What follows belongs to an exercise in optimizing a design on an open flow for small area and a short achievable clock period; a production flow would make more cautious choices. Function was checked by simulation only, so behaviour that the tests miss may differ from the original. No activity file was given, so power comes from the tool's default toggle rates.

## alpha
==> flow/design.v (excerpt) <==
module noc_ring_ni
(
   input  wire        clk,
   input  wire        reset,
   input  wire [1:0]  ctrl_in,
   input  wire [15:0] flit_in,
   input  wire [1:0]  dest_fifo_in,
   output wire        en_pass_req,
   output wire        en_pass_rep,
   output wire        en_local_req,
   output wire        en_local_rep,
   output wire [4:0]  used_slots_pass_rep,
   input  wire [17:0] enq_req_data,
   input  wire [17:0] enq_rep_data,
   input  wire        en_out_req_enq,
   input  wire        en_out_rep_enq,
   output wire        out_req_rdy,
   output wire        out_rep_rdy,
   output wire [17:0] deq_req_data,
   output wire [17:0] deq_rep_data,
   output wire        req_rdy,
   output wire        rep_rdy,
   input  wire        en_in_req_deq,
   input  wire        en_in_rep_deq,
   input  wire        en_local_req_in,
   input  wire        en_local_rep_in,
   input  wire        en_pass_req_in,
   input  wire        en_pass_rep_in,
   input  wire [4:0]  used_slots_pass_rep_in,
   output wire [1:0]  ctrl_out,
   output wire [15:0] flit_out,
   output wire [1:0]  dest_fifo_out
);
Size: ~1,800 flip-flops, about 140 I/O pins.
==> flow/config.mk <==
export PLATFORM = sky130hd
export DESIGN_NAME = noc_ring_ni
export DESIGN_NICKNAME = noc_ring_ni
export VERILOG_FILES = /design/flow/design.v
export SDC_FILE = /design/flow/constraint.sdc
export NUM_CORES = 4
export LEC_CHECK = 0
export CAP_MARGIN = 20
export CORE_MARGIN = 2
export CORE_UTILIZATION = 70
export CTS_CLUSTER_DIAMETER = 80
export CTS_CLUSTER_SIZE = 20
export SETUP_SLACK_MARGIN = 4.3
export SLEW_MARGIN = 20
==> flow/constraint.sdc <==
create_clock -name core_clock -period 7.0 [get_ports {clk}]
set_input_delay 1.4000 -clock core_clock [delete_from_list [all_inputs] [get_ports {clk}]]
set_output_delay 1.4000 -clock core_clock [all_outputs]
set_load 0.01 [all_outputs]
run.sh (not shown) runs the stock make flow with config.mk's settings and CLKGATE_MAP_FILE= SYNTH_SCRIPT=/design/flow/synth_recipe.tcl, a recipe that flattens the netlist after the stock synthesis.
The inputs of beta differ from those of alpha as listed below.
--- a/flow/config.mk
+++ b/flow/config.mk
@@ -8,7 +8,7 @@
 export CAP_MARGIN = 20
 export CORE_MARGIN = 2
-export CORE_UTILIZATION = 70
-export CTS_CLUSTER_DIAMETER = 80
-export CTS_CLUSTER_SIZE = 20
-export SETUP_SLACK_MARGIN = 4.3
+export CORE_UTILIZATION = 75
+export CTS_CLUSTER_DIAMETER = 70
+export CTS_CLUSTER_SIZE = 18
+export SETUP_SLACK_MARGIN = 4.5
 export SLEW_MARGIN = 20
Results
The number of global-route vias before repair reported for beta is greater than that of alpha by about 4%.
Changes observed in beta relative to alpha: leakage power went up by 3.7%; share of power burned in combinational logic went up by 0.7 points.
Taking alpha as the reference point, the data required time at the worst endpoint of beta falls by 0.13 ns.
beta: all stages complete, timing, DRC and antenna checks passed
Looking at combined buffer and inverter count along the critical path, beta sits 1 higher than alpha does.
Switching power as a share of total power sits higher in beta than in alpha.
Worst hold-check slack essentially unchanged between beta and alpha.
Final area: beta vs alpha up about 2.6%
Against alpha, final wirelength in beta came out worse.
Changes in gamma relative to beta:
--- a/flow/config.mk
+++ b/flow/config.mk
@@ -11,4 +11,4 @@
 export CTS_CLUSTER_DIAMETER = 70
 export CTS_CLUSTER_SIZE = 18
-export SETUP_SLACK_MARGIN = 4.5
+export SETUP_SLACK_MARGIN = 4.4
 export SLEW_MARGIN = 20
gamma completed; timing, DRC and antenna clean. Sequential cell area essentially unchanged between beta and gamma. Via-per-instance ratio was lower in gamma than in beta. Any difference in count of final setup violators between gamma and beta is small enough to ignore. NOTE: worst setup slack in gamma exceeds that of beta.
Here is what was changed in the inputs of delta compared with gamma.
--- a/flow/config.mk
+++ b/flow/config.mk
@@ -8,5 +8,5 @@
 export CAP_MARGIN = 20
 export CORE_MARGIN = 2
-export CORE_UTILIZATION = 75
+export CORE_UTILIZATION = 78
 export CTS_CLUSTER_DIAMETER = 70
 export CTS_CLUSTER_SIZE = 18
Results
Compared with gamma, delta shows total placed cells including tap cells that has gone down slightly. gamma has a higher non-clock buffer count than delta. Changes observed in delta relative to gamma: final instance area now sits at about the same level, first-pass iteration count of the detailed router now sits lower. Initial core utilization up 3.6 points in delta wrt gamma. Post-layout minimum cycle time delta (delta − gamma): unfavourable.

-- separate check: timing with driven ports --
No port has a modelled driver above. Below, the same layouts with a new extraction and two added sets of constraints.
Step 1 sets driving cells, clkbuf_16 on the clock port and buf_2 on the other inputs (assumed; they add their load-dependent delay and slew).
Step 2 adds t to the input delays and takes it off the output delays; t is the mean of the earliest and latest rising clock arrival at the registers after step 1. Input paths then give back, and output paths get back, about the clock's delay inside the block.
a / b / c = ideal ports / drivers / drivers and shift; a / b = the first two.
run	t, ns	slack for setup (ns)	worst hold slack (ns)
alpha	0.770	4.295 / 4.259 / 3.519	0.447 / 0.447 / 0.447
beta	0.778	4.344 / 4.304 / 3.664	0.447 / 0.447 / 0.447
gamma	0.771	4.360 / 4.304 / 3.589	0.438 / 0.438 / 0.438
delta	0.765	4.315 / 4.315 / 3.591	0.430 / 0.430 / 0.430
After both steps every run listed still meets setup and hold. The setup slack of alpha, which loses most, moves by -0.036 ns with the drivers and by -0.776 ns with both steps.
